Background: an optimization exercise with open tools, aiming at a short achievable clock period and few clock cycles. Do not read the settings as production practice. In this exercise RTL edits were held to simulation tests only and were not proved equivalent to the original. Power figures rest on the tool's default switching activity, not on a simulated workload.

===== design.v =====
package conv_accel_pkg;
  typedef logic signed [20-1:0] pixel_t;
  typedef logic [12-1:0] addr_t;
  typedef logic signed [44-1:0] acc_t;
  typedef logic [$clog2(9)-1:0] tap_idx_t;
  typedef enum logic [1:0] {
    IDLE,
    FETCH,
    DRAIN,
    DONE
  } scan_state_t;
  typedef struct packed {
    tap_idx_t tap_idx;
    logic     pad;     
    logic     first;
    logic     last;
    addr_t    addr;    
  } tap_t;
  typedef struct packed {
    pixel_t k0;
    pixel_t k1;
  } coeff_t;
  typedef struct packed {
    logic  valid;
    addr_t addr;
    acc_t  sum0;
    acc_t  sum1;
  } sum_pair_t;
endpackage
`timescale 1ns/1ps
module conv_scan (
  input  logic                  clk,
  input  logic                  reset,
  input  logic                  ready,
  input  logic                  last_written,
  output logic                  busy,
  output conv_accel_pkg::addr_t iaddr,
  output conv_accel_pkg::tap_t  tap,
  output logic                  tap_valid
);
  localparam int POS_W    = 12 / 2;
  localparam int LAST_POS = 64 - 1;
  localparam int K_DIM    = 3;
  localparam conv_accel_pkg::tap_idx_t LAST_TAP = conv_accel_pkg::tap_idx_t'(9 - 1);
  conv_accel_pkg::scan_state_t state_q;
  logic [POS_W-1:0]            row_q;
  logic [POS_W-1:0]            col_q;
  conv_accel_pkg::tap_idx_t    idx_q;
  logic [POS_W-1:0]            nxt_row;
  logic [POS_W-1:0]            nxt_col;
  conv_accel_pkg::tap_idx_t    nxt_idx;
  logic [1:0]                  d_row;
  logic [1:0]                  d_col;
  logic [POS_W+1:0]            nb_row;
  logic [POS_W+1:0]            nb_col;
  conv_accel_pkg::tap_t        nxt_tap;
  conv_accel_pkg::addr_t       nxt_iaddr;
  logic                        fetch_done;
  logic                        start;
  logic                        load;
  logic [POS_W-1:0]            row_off;
  logic [POS_W-1:0]            col_off;
  assign fetch_done = (state_q == conv_accel_pkg::FETCH) && (idx_q == LAST_TAP) &&
                      (row_q == LAST_POS) && (col_q == LAST_POS);
  assign start = ((state_q == conv_accel_pkg::IDLE) || (state_q == conv_accel_pkg::DONE)) && ready;
  assign load  = start || ((state_q == conv_accel_pkg::FETCH) && !fetch_done);
  assign tap_valid = (state_q == conv_accel_pkg::FETCH);
  always_comb begin
    nxt_row = '0;
    nxt_col = '0;
    nxt_idx = '0;
    if (state_q == conv_accel_pkg::FETCH) begin
      nxt_row = row_q;
      nxt_col = col_q;
      nxt_idx = idx_q + 1'b1;
      if (idx_q == LAST_TAP) begin
        nxt_idx = '0;
        nxt_col = col_q + 1'b1;
        if (col_q == LAST_POS) begin
          nxt_row = row_q + 1'b1;
        end
      end
    end
  end
  always_comb begin
    d_row  = 2'(nxt_idx / K_DIM);
    d_col  = 2'(nxt_idx % K_DIM);
    nb_row = {2'b00, nxt_row} + {{POS_W{1'b0}}, d_row} - 1'b1;
    nb_col = {2'b00, nxt_col} + {{POS_W{1'b0}}, d_col} - 1'b1;
    nxt_tap.tap_idx = nxt_idx;
    nxt_tap.pad     = (nb_row > LAST_POS) || (nb_col > LAST_POS);
    nxt_tap.first   = (nxt_idx == '0);
    nxt_tap.last    = (nxt_idx == LAST_TAP);
    nxt_tap.addr    = {nxt_row, nxt_col};
    nxt_iaddr = nxt_tap.pad ? nxt_tap.addr : {nb_row[POS_W-1:0], nb_col[POS_W-1:0]};
  end
  always_ff @(posedge clk or posedge reset) begin
    if (reset) begin
      state_q <= conv_accel_pkg::IDLE;
      busy    <= 1'b0;
    end else begin
      case (state_q)
        conv_accel_pkg::IDLE,
        conv_accel_pkg::DONE: begin
          if (ready) begin
            state_q <= conv_accel_pkg::FETCH;
            busy    <= 1'b1;
          end else begin
            state_q <= conv_accel_pkg::IDLE;
          end
        end
        conv_accel_pkg::FETCH: begin
          if (fetch_done) begin
            state_q <= conv_accel_pkg::DRAIN;
          end
        end
        conv_accel_pkg::DRAIN: begin
          if (last_written) begin
            state_q <= conv_accel_pkg::DONE;
            busy    <= 1'b0;
          end
        end
        default: state_q <= conv_accel_pkg::IDLE;
      endcase
    end
  end
  always_ff @(posedge clk or posedge reset) begin
    if (reset) begin
      row_q <= '0;
      col_q <= '0;
      idx_q <= '0;
      tap   <= '0;
      iaddr <= '0;
    end else if (load) begin
      row_q <= nxt_row;
      col_q <= nxt_col;
      idx_q <= nxt_idx;
      tap   <= nxt_tap;
      iaddr <= nxt_iaddr;
    end
  end
  assign row_off = iaddr[12-1:POS_W] - tap.addr[12-1:POS_W] + 1'b1;
  assign col_off = iaddr[POS_W-1:0] - tap.addr[POS_W-1:0] + 1'b1;
endmodule
`timescale 1ns/1ps
module conv_coeff_bank (
  input  conv_accel_pkg::tap_idx_t tap_idx,
  output conv_accel_pkg::coeff_t   coeff,
  output conv_accel_pkg::pixel_t   bias0,
  output conv_accel_pkg::pixel_t   bias1
);
  always_comb begin
    case (tap_idx)
      4'd0: begin
        coeff.k0 = 20'h0A89E;
        coeff.k1 = 20'hFDB55;
      end
      4'd1: begin
        coeff.k0 = 20'h092D5;
        coeff.k1 = 20'h02992;
      end
      4'd2: begin
        coeff.k0 = 20'h06D43;
        coeff.k1 = 20'hFC994;
      end
      4'd3: begin
        coeff.k0 = 20'h01004;
        coeff.k1 = 20'h050FD;
      end
      4'd4: begin
        coeff.k0 = 20'hF8F71;
        coeff.k1 = 20'h02F20;
      end
      4'd5: begin
        coeff.k0 = 20'hF6E54;
        coeff.k1 = 20'h0202D;
      end
      4'd6: begin
        coeff.k0 = 20'hFA6D7;
        coeff.k1 = 20'h03BD7;
      end
      4'd7: begin
        coeff.k0 = 20'hFC834;
        coeff.k1 = 20'hFD369;
      end
      4'd8: begin
        coeff.k0 = 20'hFAC19;
        coeff.k1 = 20'h05E68;
      end
      default: begin
        coeff = '0;
      end
    endcase
  end
  assign bias0 = 20'h01310;
  assign bias1 = 20'hF7295;
endmodule
`timescale 1ns/1ps
module conv_mac (
  input  logic                      clk,
  input  logic                      reset,
  input  conv_accel_pkg::tap_t      tap,
  input  logic                      tap_valid,
  input  conv_accel_pkg::pixel_t    idata,
  input  conv_accel_pkg::coeff_t    coeff,
  input  conv_accel_pkg::pixel_t    bias0,
  input  conv_accel_pkg::pixel_t    bias1,
  output conv_accel_pkg::sum_pair_t sums
);
  conv_accel_pkg::pixel_t          sample;
  logic                            p_vld_q;
  logic                            p_first_q;
  logic                            p_last_q;
  conv_accel_pkg::addr_t           p_addr_q;
  logic signed [40-1:0]  prod0_q;
  logic signed [40-1:0]  prod1_q;
  conv_accel_pkg::acc_t            bias0_ext;
  conv_accel_pkg::acc_t            bias1_ext;
  logic                            a_vld_q;
  conv_accel_pkg::addr_t           a_addr_q;
  conv_accel_pkg::acc_t            acc0_q;
  conv_accel_pkg::acc_t            acc1_q;
  logic                            s_vld_q;
  conv_accel_pkg::addr_t           s_addr_q;
  conv_accel_pkg::acc_t            s_sum0_q;
  conv_accel_pkg::acc_t            s_sum1_q;
  assign sample = tap.pad ? '0 : idata;
  assign bias0_ext = conv_accel_pkg::acc_t'(bias0) <<< 16;
  assign bias1_ext = conv_accel_pkg::acc_t'(bias1) <<< 16;
  always_ff @(posedge clk or posedge reset) begin
    if (reset) begin
      p_vld_q   <= 1'b0;
      p_first_q <= 1'b0;
      p_last_q  <= 1'b0;
    end else begin
      p_vld_q   <= tap_valid;
      p_first_q <= tap.first;
      p_last_q  <= tap.last;
    end
  end
  always_ff @(posedge clk) begin
    prod0_q  <= sample * coeff.k0;
    prod1_q  <= sample * coeff.k1;
    p_addr_q <= tap.addr;
  end
  always_ff @(posedge clk or posedge reset) begin
    if (reset) begin
      a_vld_q <= 1'b0;
    end else begin
      a_vld_q <= p_vld_q && p_last_q;
    end
  end
  always_ff @(posedge clk) begin
    if (p_vld_q) begin
      acc0_q <= (p_first_q ? conv_accel_pkg::acc_t'(0) : acc0_q) +
                conv_accel_pkg::acc_t'(prod0_q) + (p_last_q ? bias0_ext : '0);
      acc1_q <= (p_first_q ? conv_accel_pkg::acc_t'(0) : acc1_q) +
                conv_accel_pkg::acc_t'(prod1_q) + (p_last_q ? bias1_ext : '0);
      if (p_last_q) begin
        a_addr_q <= p_addr_q;
      end
    end
  end
  always_ff @(posedge clk or posedge reset) begin
    if (reset) begin
      s_vld_q <= 1'b0;
    end else begin
      s_vld_q <= a_vld_q;
    end
  end
  always_ff @(posedge clk) begin
    if (a_vld_q) begin
      s_addr_q <= a_addr_q;
      s_sum0_q <= acc0_q;
      s_sum1_q <= acc1_q;
    end
  end
  assign sums.valid = s_vld_q;
  assign sums.addr  = s_addr_q;
  assign sums.sum0  = s_sum0_q;
  assign sums.sum1  = s_sum1_q;
endmodule
`timescale 1ns/1ps
module conv_writeback (
  input  logic                      clk,
  input  logic                      reset,
  input  conv_accel_pkg::sum_pair_t sums,
  output logic                      cwr,
  output logic [2:0]                csel,
  output conv_accel_pkg::addr_t     caddr_wr,
  output conv_accel_pkg::pixel_t    cdata_wr,
  output logic                      last_written
);
  localparam logic [2:0] CSEL_IDLE = 3'b000;
  localparam logic [2:0] CSEL_K0   = 3'b001;
  localparam logic [2:0] CSEL_K1   = 3'b010;
  localparam conv_accel_pkg::addr_t LAST_ADDR =
    conv_accel_pkg::addr_t'(64 * 64 - 1);
  conv_accel_pkg::pixel_t relu0;
  conv_accel_pkg::pixel_t relu1;
  conv_accel_pkg::pixel_t k1_data_q;
  logic                   k1_pend_q;
  function automatic conv_accel_pkg::pixel_t round_relu(input conv_accel_pkg::acc_t acc);
    logic [44-15-1:0] rounded;
    rounded = acc[44-1:15] + 1'b1;
    if (acc > 0) begin
      round_relu = rounded[20:1];
    end else begin
      round_relu = '0;
    end
  endfunction
  assign relu0 = round_relu(sums.sum0);
  assign relu1 = round_relu(sums.sum1);
  always_ff @(posedge clk or posedge reset) begin
    if (reset) begin
      cwr          <= 1'b0;
      csel         <= CSEL_IDLE;
      caddr_wr     <= '0;
      cdata_wr     <= '0;
      last_written <= 1'b0;
      k1_pend_q    <= 1'b0;
    end else begin
      last_written <= 1'b0;
      if (sums.valid) begin
        cwr       <= 1'b1;
        csel      <= CSEL_K0;
        caddr_wr  <= sums.addr;
        cdata_wr  <= relu0;
        k1_pend_q <= 1'b1;
      end else if (k1_pend_q) begin
        cwr          <= 1'b1;
        csel         <= CSEL_K1;
        cdata_wr     <= k1_data_q;
        k1_pend_q    <= 1'b0;
        last_written <= (caddr_wr == LAST_ADDR);
      end else begin
        cwr  <= 1'b0;
        csel <= CSEL_IDLE;
      end
    end
  end
  always_ff @(posedge clk) begin
    if (sums.valid) begin
      k1_data_q <= relu1;
    end
  end
endmodule
`timescale 1ns/1ps
module conv_accel_top (
  input  logic                   clk,
  input  logic                   reset,
  input  logic                   ready,
  input  conv_accel_pkg::pixel_t idata,
  output logic                   busy,
  output conv_accel_pkg::addr_t  iaddr,
  output logic                   cwr,
  output logic [2:0]             csel,
  output conv_accel_pkg::addr_t  caddr_wr,
  output conv_accel_pkg::pixel_t cdata_wr
);
  conv_accel_pkg::tap_t      tap;
  logic                      tap_valid;
  conv_accel_pkg::coeff_t    coeff;
  conv_accel_pkg::pixel_t    bias0;
  conv_accel_pkg::pixel_t    bias1;
  conv_accel_pkg::sum_pair_t sums;
  logic                      last_written;
  conv_scan conv_scan_i (
    .clk          (clk),
    .reset        (reset),
    .ready        (ready),
    .last_written (last_written),
    .busy         (busy),
    .iaddr        (iaddr),
    .tap          (tap),
    .tap_valid    (tap_valid)
  );
  conv_coeff_bank conv_coeff_bank_i (
    .tap_idx (tap.tap_idx),
    .coeff   (coeff),
    .bias0   (bias0),
    .bias1   (bias1)
  );
  conv_mac conv_mac_i (
    .clk       (clk),
    .reset     (reset),
    .tap       (tap),
    .tap_valid (tap_valid),
    .idata     (idata),
    .coeff     (coeff),
    .bias0     (bias0),
    .bias1     (bias1),
    .sums      (sums)
  );
  conv_writeback conv_writeback_i (
    .clk          (clk),
    .reset        (reset),
    .sums         (sums),
    .cwr          (cwr),
    .csel         (csel),
    .caddr_wr     (caddr_wr),
    .cdata_wr     (cdata_wr),
    .last_written (last_written)
  );
endmodule

===== run.sh =====
#!/bin/bash
# synth_recipe.tcl (not shown) runs the flow's synth.tcl, then flattens the netlist and writes it again
# the make line also repeats each setting of config.mk as NAME=value (left out here)
make -C /OpenROAD-flow-scripts/flow DESIGN_CONFIG=/design/flow/config.mk WORK_HOME=/design/flow/orfs CLKGATE_MAP_FILE= SYNTH_SCRIPT=/design/flow/synth_recipe.tcl finish

===== config.mk =====
export PLATFORM = sky130hd
export DESIGN_NAME = conv_accel_top
export DESIGN_NICKNAME = conv_accel_top
export VERILOG_FILES = /design/flow/design.v
export SDC_FILE = /design/flow/constraint.sdc
export NUM_CORES = 4
export LEC_CHECK = 0
export CAP_MARGIN = 20
export CORE_MARGIN = 2
export CORE_UTILIZATION = 40
export SLEW_MARGIN = 20

===== constraint.sdc =====
create_clock -name core_clock -period 10.0 [get_ports {clk}]
set_input_delay 2.0000 -clock core_clock [delete_from_list [all_inputs] [get_ports {clk}]]
set_output_delay 2.0000 -clock core_clock [all_outputs]
set_load 0.01 [all_outputs]

==> run_summary.xml <==
<?xml version="1.0" encoding="UTF-8"?>
<metrics>
  <group name="drt">
    <metric name="number_of_nets_with_antenna_violations_after_detailed_routing" unit="">0</metric>
    <metric name="route.detailed.wl_per_inst" unit="um">19.9</metric>
    <metric name="remaining_drc_errors" unit="">0</metric>
    <metric name="drtPass1Iterations" unit="">6</metric>
    <metric name="route.vias.total" unit="">34400</metric>
    <metric name="number_of_drc_markers_in_iteration_0" unit="">2246</metric>
    <metric name="drt_wl_total" unit="um">132000</metric>
    <metric name="detail_route.vias_per_cell" unit="">5.15</metric>
  </group>
  <group name="floorplanning">
    <metric name="initial_core_util" unit="">0.402</metric>
    <metric name="num_rows" unit="">128</metric>
    <metric name="horizontal_extent_of_the_die" unit="um">353</metric>
    <metric name="core_region_area" unit="sq um">121000</metric>
    <metric name="floorplan.die.height" unit="um">353</metric>
    <metric name="floorplan_die_area" unit="sq um">125000</metric>
    <metric name="ios" unit="">72</metric>
  </group>
  <group name="pwr">
    <metric name="leakage" unit="uW">0.0263</metric>
    <metric name="max-vdd-ir-drop" unit="uV">137</metric>
    <metric name="clk_network_pwr_share" unit="">0.179</metric>
    <metric name="swShare" unit="">0.460</metric>
    <metric name="fin_total_pwr" unit="uW">9550</metric>
    <metric name="power.density" unit="nW/um^2">178</metric>
    <metric name="seq_power_share" unit="">0.258</metric>
    <metric name="p_int" unit="uW">5160</metric>
    <metric name="power.switching" unit="uW">4390</metric>
    <metric name="combinational_group_share_of_total_power" unit="">0.564</metric>
  </group>
  <group name="critical_path">
    <metric name="critical-path-top-cell-by-count" unit="">fa_1</metric>
    <metric name="timing.critical_path.arrival" unit="ps">9790</metric>
    <metric name="crit_path_max_fanout" unit="">8</metric>
    <metric name="start_kind" unit="">input port</metric>
    <metric name="critPathMaxStageDelay" unit="ps">550</metric>
    <metric name="path_class" unit="">input port to register</metric>
    <metric name="critPathCaptureType" unit="">register</metric>
    <metric name="required_arrival_time_at_the_worst_endpoint" unit="ps">10510</metric>
    <metric name="timing.critical_path.slowest_stage_cell" unit="">clkdlybuf4s50_1</metric>
  </group>
  <group name="synthesis">
    <metric name="async_flop_share" unit="">0.194</metric>
    <metric name="synth_top_family_by_area" unit="">adder cells</metric>
    <metric name="synth_fa_ha_area_frac" unit="">0.451</metric>
    <metric name="synth_largest_type_area_fraction" unit="">0.353</metric>
    <metric name="synth_warnings" unit="">4</metric>
    <metric name="synth-compound-area-share" unit="">0.0760</metric>
    <metric name="syn_avg_cell_area" unit="sq um">9.93</metric>
    <metric name="synth.top_cells.by_count" unit="">inv_1, fa_1, nand2_1</metric>
    <metric name="synthesized_flop_and_latch_total" unit="">387</metric>
    <metric name="synth_nets" unit="">6183</metric>
    <metric name="syn-cell-area" unit="sq um">48800</metric>
    <metric name="post_synth_inst_count" unit="">4917</metric>
    <metric name="post_synth_and_or_nand_nor_area_fraction" unit="">0.125</metric>
    <metric name="synth.mux.area_fraction" unit="">0.00928</metric>
    <metric name="number_of_enable_flip_flop_cells_after_synthesis" unit="">220</metric>
    <metric name="sequential_share_of_the_synthesized_area" unit="">0.211</metric>
    <metric name="synth_top_cells_by_area" unit="">fa_1, edfxtp_1, ha_1</metric>
    <metric name="synth_xor_xnor_area_share" unit="">0.0400</metric>
    <metric name="synth-main-ff-cell" unit="">edfxtp_1</metric>
    <metric name="post_synth_num_cell_types" unit="">101</metric>
    <metric name="yosys.area.top_type" unit="">fa_1</metric>
    <metric name="synthMostInstantiatedCell" unit="">inv_1</metric>
  </group>
  <group name="status">
    <metric name="outcome" unit="">no timing/DRC/antenna violations</metric>
  </group>
  <group name="clocking">
    <metric name="clock_sinks" unit="">387</metric>
    <metric name="cts-buffers-inserted" unit="">45</metric>
    <metric name="cts_buffer_depth" unit="">3</metric>
    <metric name="clk_transition_reported_paths" unit="ps">60</metric>
    <metric name="clock_insertion_delay_worst_skew" unit="ps">600</metric>
    <metric name="cts_setup_buffers" unit="">0</metric>
    <metric name="cts_tree" unit="">yes</metric>
    <metric name="postCtsResizedCells" unit="">0</metric>
    <metric name="cts_hold_buf" unit="">0</metric>
    <metric name="clk_root_buffer_cell" unit="">clkbuf_16</metric>
    <metric name="htreeDepth" unit="">2</metric>
  </group>
  <group name="min_path">
    <metric name="hold_path.class" unit="">register to register</metric>
  </group>
  <group name="global_route">
    <metric name="global_route_wire_length_before_repair" unit="um">209000</metric>
    <metric name="total_overflow_reported_by_the_global_router" unit="">0</metric>
    <metric name="gr-usage-all-layers" unit="">0.217</metric>
    <metric name="grt_max_degree" unit="">76</metric>
    <metric name="antenna_found_initial" unit="">14</metric>
    <metric name="grt_pass1_vias" unit="">36100</metric>
  </group>
  <group name="timing">
    <metric name="achievable-frequency" unit="MHz">108</metric>
    <metric name="fin_crit_sh" unit="">0.928</metric>
    <metric name="final_hold_slack" unit="ps">387</metric>
    <metric name="post-route-min-period" unit="ps">9280</metric>
    <metric name="worst_slew_pin_slew" unit="ps">1110</metric>
    <metric name="totalNegativeSetupSlack" unit="ps">0</metric>
    <metric name="count_of_endpoints_failing_hold_in_the_final_timing_report" unit="">0</metric>
    <metric name="timing.final.setup_violations" unit="">0</metric>
    <metric name="clock-skew-final" unit="ps">21.2</metric>
    <metric name="relSlewSlack" unit="">0.253</metric>
    <metric name="rsz0062_at_grt" unit="">no</metric>
    <metric name="maxSlewViolCount" unit="">0</metric>
  </group>
  <group name="placed_design">
    <metric name="placed_cell_area" unit="sq um">52200</metric>
    <metric name="gpl_wtd_cong" unit="">0.937</metric>
    <metric name="dp.cells" unit="">6588</metric>
    <metric name="portBuffers" unit="">70</metric>
    <metric name="post-dp-hpwl" unit="um">110000</metric>
  </group>
  <group name="flow_run">
    <metric name="maxCapViolCount" unit="">0</metric>
  </group>
  <group name="layout">
    <metric name="finish.net_count" unit="">6276</metric>
    <metric name="layoutNonFillerInstCount" unit="">6673</metric>
    <metric name="final_layout_size_suffix_gt1_frac" unit="">0.0620</metric>
    <metric name="final_design_area_no_fill" unit="sq um">53800</metric>
    <metric name="area_delta_synth_final" unit="%">10.2</metric>
  </group>
</metrics>
## critical path: cells and delay by family
family          cells  cell delay [ps]
fa+ha+maj           8             3930
compound gates      8             1930
buf+inv             6             1170
simple gates        2              590
xor+xnor            1              150
## per-stage QoR
stage,util,setup slack (ps)
floorplan,-,744
global placement,0.430,225
detailed placement,0.430,163
CTS,0.443,783
global route,0.443,302
finish,0.443,718
## flip-flops by register name (all words and copies together), names as in the netlist, 2 cells and up
| register | cells |
|---|---|
| conv_scan_i.idx_q | 4 |
| conv_mac_i.s_sum0_q | 44 |
| conv_writeback_i.k1_data_q | 20 |
| conv_mac_i.acc1_q | 44 |
| conv_mac_i.a_addr_q | 12 |
| conv_mac_i.p_addr_q | 12 |
| conv_mac_i.acc0_q | 44 |
| conv_scan_i.tap | 10 |
| conv_scan_i.iaddr | 12 |
| conv_mac_i.prod0_q | 40 |
| conv_mac_i.prod1_q | 40 |
| conv_writeback_i.cdata_wr | 20 |
| conv_scan_i.row_q | 5 |
| conv_writeback_i.csel | 2 |
| conv_writeback_i.caddr_wr | 12 |
| conv_scan_i.state_q | 2 |
| conv_mac_i.s_addr_q | 12 |
| conv_mac_i.s_sum1_q | 44 |
## final timing paths
path                                      start                endpoint  slack (ps)  cells after the start
max                                    idata[6]  conv_mac_i.prod1_q[37]         720                     25
min                         conv_scan_i.tap[12]     conv_mac_i.p_last_q         390                      0
max reg2reg                conv_scan_i.idx_q[1]  conv_mac_i.prod1_q[37]         730                     30
min reg2reg                 conv_scan_i.tap[12]     conv_mac_i.p_last_q         390                      0
max in group asynchronous                 reset      conv_mac_i.a_vld_q        7130                      3
min in group asynchronous                 reset      conv_mac_i.s_vld_q        1720                      2
## power by group through the flow
stage	combinational, uW	sequential (uW)	clock, uW
2_1_floorplan	3710	2370	0
3_3_place_gp	5300	2500	0
3_5_place_dp	5350	2500	0
4_1_cts	5390	2470	1750
5_1_grt	6010	2500	1810
6_report	5380	2460	1710
## layout make-up
type	count	area, sq um
antenna	2	5.00
clock buffer	50	1150
clock inverter	33	387
fill	11700	67600
inverter	954	3580
multi-input combinational	3396	34300
sequential	387	10300
tap	1625	2030
timing repair buffer	226	1980
## per-layer routing
metal,track usage,part of all wire,wire length (um)
met5,0,0.00051,67
met1,0.299,0.43,57300
met2,0.352,0.47,61900
met3,0.0340,0.068,9070
met4,0.0663,0.032,4180
## layout by cell type, fill, tap and decap left out, drive strengths merged, types with 50 or more instances in the layout
master         count
inv              957
fa               862
nand2            509
ha               381
nor2             372
edfxtp           220
a21oi            162
buf              156
nor2b            143
xnor2            140
dfxtp             92
o21ai             88
xor2              82
a21o              80
dfrtp             75
clkdlybuf4s50     70
nand3             65
clkbuf            50
## cells by family (layout without fill, tap and decap cells)
logic type               Yosys count  count (layout)
AO/OA/AOI/OAI                    559             559
XOR/XNOR                         222             222
adder cells (fa/ha/maj)         1243            1243
buffers and inverters           1134            1263
flip-flops                       387             387
multiplexers                      42              42
other                              1               3
AND/OR/NAND/NOR                 1329            1329
Testbench counts, summed over its fixed seeds: cycles 663,660.

[port drivers added, routing unchanged]
Ports are ideal in the flow. The routed layout listed here was re-timed in OpenROAD.
Step 1 (the two cells are an assumption about what drives the block):
set clk [get_ports {clk}]
set_driving_cell -lib_cell sky130_fd_sc_hd__clkbuf_16 $clk
set_driving_cell -lib_cell sky130_fd_sc_hd__buf_2 [delete_from_list [all_inputs] $clk]
Step 2 also shifts input and output timing later by t, the mid clock arrival at the registers, as if the neighbouring blocks saw the same clock.
Slacks: ideal ports / drivers / drivers and shift; pairs: ideal ports / drivers.
t, ns: 0.650
setup slack, ns: 0.718 / 0.730 / 0.108
worst setup path after step 2: input to register
clock arrival spread, ns: 0.021 / 0.022
cell pins on the clock port's net: 1
After both steps setup and hold are still met in this run. The setup slack of this run moves by +0.012 ns with the drivers and by -0.610 ns with both steps.
